Source: an optimization exercise on an open RTL-to-GDS flow (aim: small area). Production flows keep margins and buffers that such runs may drop.
RTL that was checked went through simulation tests only; none was proved equivalent to the original.
No activity file was given, so power comes from the tool's default toggle rates.

Setup of main:
Design bp_top, start of the top module:
module bp_top (
	input logic clk,
	input logic rst_n,
	input bp_pkg::alu_op_t i_alu_op,
	input bp_pkg::pc_t i_pc,
	input bp_pkg::pc_t i_imm,
	input logic i_resolve,
	input logic i_taken,
	output logic o_pred_taken,
	output bp_pkg::pc_t o_next_pc
);
Size: about 110 I/O pins, roughly 31,000 um2 of cells after synthesis.
export LEC_CHECK = 0
export CAP_MARGIN = 0
export CORE_MARGIN = 2
export CORE_UTILIZATION = 60
export CTS_BUF_LIST = sky130_fd_sc_hd__clkbuf_16
export CTS_CLUSTER_DIAMETER = 80
export CTS_CLUSTER_SIZE = 30
export GPL_TIMING_DRIVEN = 0
export SETUP_SLACK_MARGIN = 0.05
export SLEW_MARGIN = 0
export SYNTH_HIERARCHICAL = 1
create_clock -name core_clock -period 7.0 [get_ports {clk}]
standard.sh (not shown) runs the stock make flow with config.mk's settings and CLKGATE_MAP_FILE= SYNTH_SCRIPT=/design/flow/synth_recipe.tcl, a recipe that flattens the netlist after the stock synthesis.
==> flow/flow/run.sh <==
#!/bin/bash
# Standard ORFS layout with three changes: yosys/abc buffers are removed at floorplan
# (repair_design re-buffers what needs it), ports get the smallest buffer cell, and
# CTS adds no dummy loads. Each tool's output stays in orfs/logs; make's own output
# goes to standard.log.
set -euo pipefail
export REMOVE_ABC_BUFFERS=1
export BUFFER_PORTS_ARGS="-buffer_cell sky130_fd_sc_hd__buf_1"
export CTS_ARGS="-sink_clustering_enable -repair_clock_nets -sink_clustering_size 30 -sink_clustering_max_diameter 80 -buf_list sky130_fd_sc_hd__clkbuf_16 -dont_use_dummy_load"
bash standard.sh > standard.log 2>&1
Here is what was changed in the inputs of the feature branch compared with main.
--- a/flow/design.v
+++ b/flow/design.v
@@ -145,43 +145,24 @@
 	output logic o_y
 );
 	assign o_y = ~(i_a | i_b);
 endmodule
 module bp_nand2 (
 	input logic i_a,
 	input logic i_b,
 	output logic o_y
 );
 	assign o_y = ~(i_a & i_b);
 endmodule
 `timescale 1ns/1ps
-module bp_hit (
-	input logic i_v,
-	input logic [3:0] i_tag,
-	input logic [3:0] i_ctag,
-	output logic o_hit
-);
-	assign o_hit = i_v && (i_tag == i_ctag);
-endmodule
-module bp_dir (
-	input logic i_t1_hit,
-	input logic i_t2_hit,
-	input logic i_t1_dir,
-	input logic i_t2_dir,
-	input logic i_base_dir,
-	input logic i_is_branch,
-	output logic o_pred
-);
-	assign o_pred = i_is_branch && (i_t2_hit ? i_t2_dir : (i_t1_hit ? i_t1_dir : i_base_dir));
-endmodule
 `timescale 1ns/1ps
 `timescale 1ns/1ps
 module bp_top (
 	input logic clk,
 	input logic rst_n,
 	input bp_pkg::alu_op_t i_alu_op,
 	input bp_pkg::pc_t i_pc,
 	input bp_pkg::pc_t i_imm,
 	input logic i_resolve,
 	input logic i_taken,
 	output logic o_pred_taken,
 	output bp_pkg::pc_t o_next_pc
@@ -230,60 +211,42 @@
 		for (int i = 0; i < 32; i++) begin
 			t1_flat[i*8 +: 8] = {t1_v_q[i], t1_tag_q[i], t1_ctr_q[i]};
 			t2_flat[i*8 +: 8] = {t2_v_q[i], t2_tag_q[i], t2_ctr_q[i]};
 		end
 	end
 	bp_dec5 u_t1_dec (.i_a(i_pc[6:2]), .i_b(f1_idx), .o_y(t1_sel));
 	bp_dec5 u_t2_dec (.i_a(i_pc[6:2]), .i_b(f2_idx), .o_y(t2_sel));
 	bp_aor32 u_t1_rd (.i_sel(t1_sel), .i_d(t1_flat), .o_y(t1_ent));
 	bp_aor32 u_t2_rd (.i_sel(t2_sel), .i_d(t2_flat), .o_y(t2_ent));
 	assign base_rd = base_q[base_idx];
 	assign t1_ctr = t1_ent[2:0];
 	assign t2_ctr = t2_ent[2:0];
-	bp_hit u_t1_hit (.i_v(t1_ent[7]), .i_tag(t1_ent[6:3]), .i_ctag(t1_tag), .o_hit(t1_hit));
-	bp_hit u_t2_hit (.i_v(t2_ent[7]), .i_tag(t2_ent[6:3]), .i_ctag(t2_tag), .o_hit(t2_hit));
-	logic t1_hit_p, t2_hit_p;
-	bp_hit u_t1_hit_p (.i_v(t1_ent[7]), .i_tag(t1_ent[6:3]), .i_ctag(t1_tag), .o_hit(t1_hit_p));
-	bp_hit u_t2_hit_p (.i_v(t2_ent[7]), .i_tag(t2_ent[6:3]), .i_ctag(t2_tag), .o_hit(t2_hit_p));
+	assign t1_hit = t1_ent[7] && (t1_ent[6:3] == t1_tag);
+	assign t2_hit = t2_ent[7] && (t2_ent[6:3] == t2_tag);
 	logic is_branch;
+	logic prov_dir;
 	logic [2:0] prov_ctr;
 	assign is_branch = (i_alu_op == bp_pkg::OP_BEQ) || (i_alu_op == bp_pkg::OP_BLT) ||
 		(i_alu_op == bp_pkg::OP_BGE);
 	always_comb begin
 		if (t2_hit)
 			prov_ctr = t2_ctr;
 		else if (t1_hit)
 			prov_ctr = t1_ctr;
 		else
 			prov_ctr = {1'b0, ~base_rd[1], base_rd[0]};
 	end
-	logic [3:0] pred_q4;
-	logic [31:0] taken_pc;
-	for (genvar k = 0; k < 4; k++) begin : g_dir
-		bp_dir u_dir (
-			.i_t1_hit(t1_hit_p),
-			.i_t2_hit(t2_hit_p),
-			.i_t1_dir(t1_ctr[2]),
-			.i_t2_dir(t2_ctr[2]),
-			.i_base_dir(~base_rd[1]),
-			.i_is_branch(is_branch),
-			.o_pred(pred_q4[k])
-		);
-	end
-	assign o_pred_taken = pred_q4[0];
-	assign taken_pc = i_pc + i_imm;
-	always_comb begin
-		for (int i = 0; i < 32; i++)
-			o_next_pc[i] = pred_q4[i / 8] ? taken_pc[i] : i_pc[i];
-	end
+	assign prov_dir = (t2_hit || t1_hit) ? prov_ctr[2] : prov_ctr[1];
+	assign o_pred_taken = is_branch && prov_dir;
+	assign o_next_pc = o_pred_taken ? (i_pc + i_imm) : i_pc;
 	logic upd, rec_dir, mispred;
 	logic base_we, t1_we, t2_we;
 	logic [1:0] base_wd;
 	logic [2:0] t1_wd, t2_wd;
 	logic [2:0] alloc_ctr;
 	logic [2:0] step3;
 	logic [1:0] step2;
 	assign upd = i_resolve && rec_v_q;
 	assign rec_dir = (rec_p1_q || rec_p2_q) ? rec_ctr_q[2] : rec_ctr_q[1];
 	assign mispred = rec_dir != i_taken;
 	assign alloc_ctr = i_taken ? 3'd4 : 3'd3;
 	assign step3 = bp_pkg::ctr3_next(rec_ctr_q, i_taken);
==> comparison <==
- Looking only at critical path depth, and setting everything else aside, the lower value of main and the feature branch goes to the feature branch.
- Final design utilization down 2.5 points in the feature branch wrt main
- Summary of the feature branch over main: design area went down, sequential standard cell area essentially unchanged, simple-gate share of the synthesized area now smaller, number of antenna violations at the first check in global routing now sits higher.
- Re internal power contribution: the feature branch is about 8% down on main.
- For main, the start-to-end type of the worst setup path was input pin to primary output, unlike the feature branch, where it was flip-flop to primary output.
- The feature branch has less setup slack than main.
- The feature branch vs main: combinational share of power down in the feature branch
- Of main and the feature branch, the higher combined area of all synthesized cells belongs to main.
- The synthesis-stage register bit count was comparable across main and the feature branch.
No functional check of the RTL was part of main.

port drivers added, routing unchanged:
The flow's constraints put no driver on any port. The routed layouts listed below were extracted and timed again, unchanged, in two steps.
Step 1, drivers: a clkbuf_16 drives clk and a buf_2 each remaining input, both assumed.
Step 2, shift: input delay + t, output delay - t, t = (earliest + latest rising clock arrival at the registers) / 2. This alone moves slack from input paths to output paths.
a / b / c = ideal / step 1 / step 2; a / b = the first two.
| run | t, ns | slack for setup (ns) | worst setup path at the end |
|---|---|---|---|
| main | 0.670 | 0.223 / 0.194 / 0.194 | input to output |
| the feature branch | 0.662 | 0.195 / 0.130 / 0.174 | input to output |
After both steps every run listed still meets setup and hold. The setup slack of main, which loses most, moves by -0.029 ns with the drivers and by -0.029 ns with both steps.
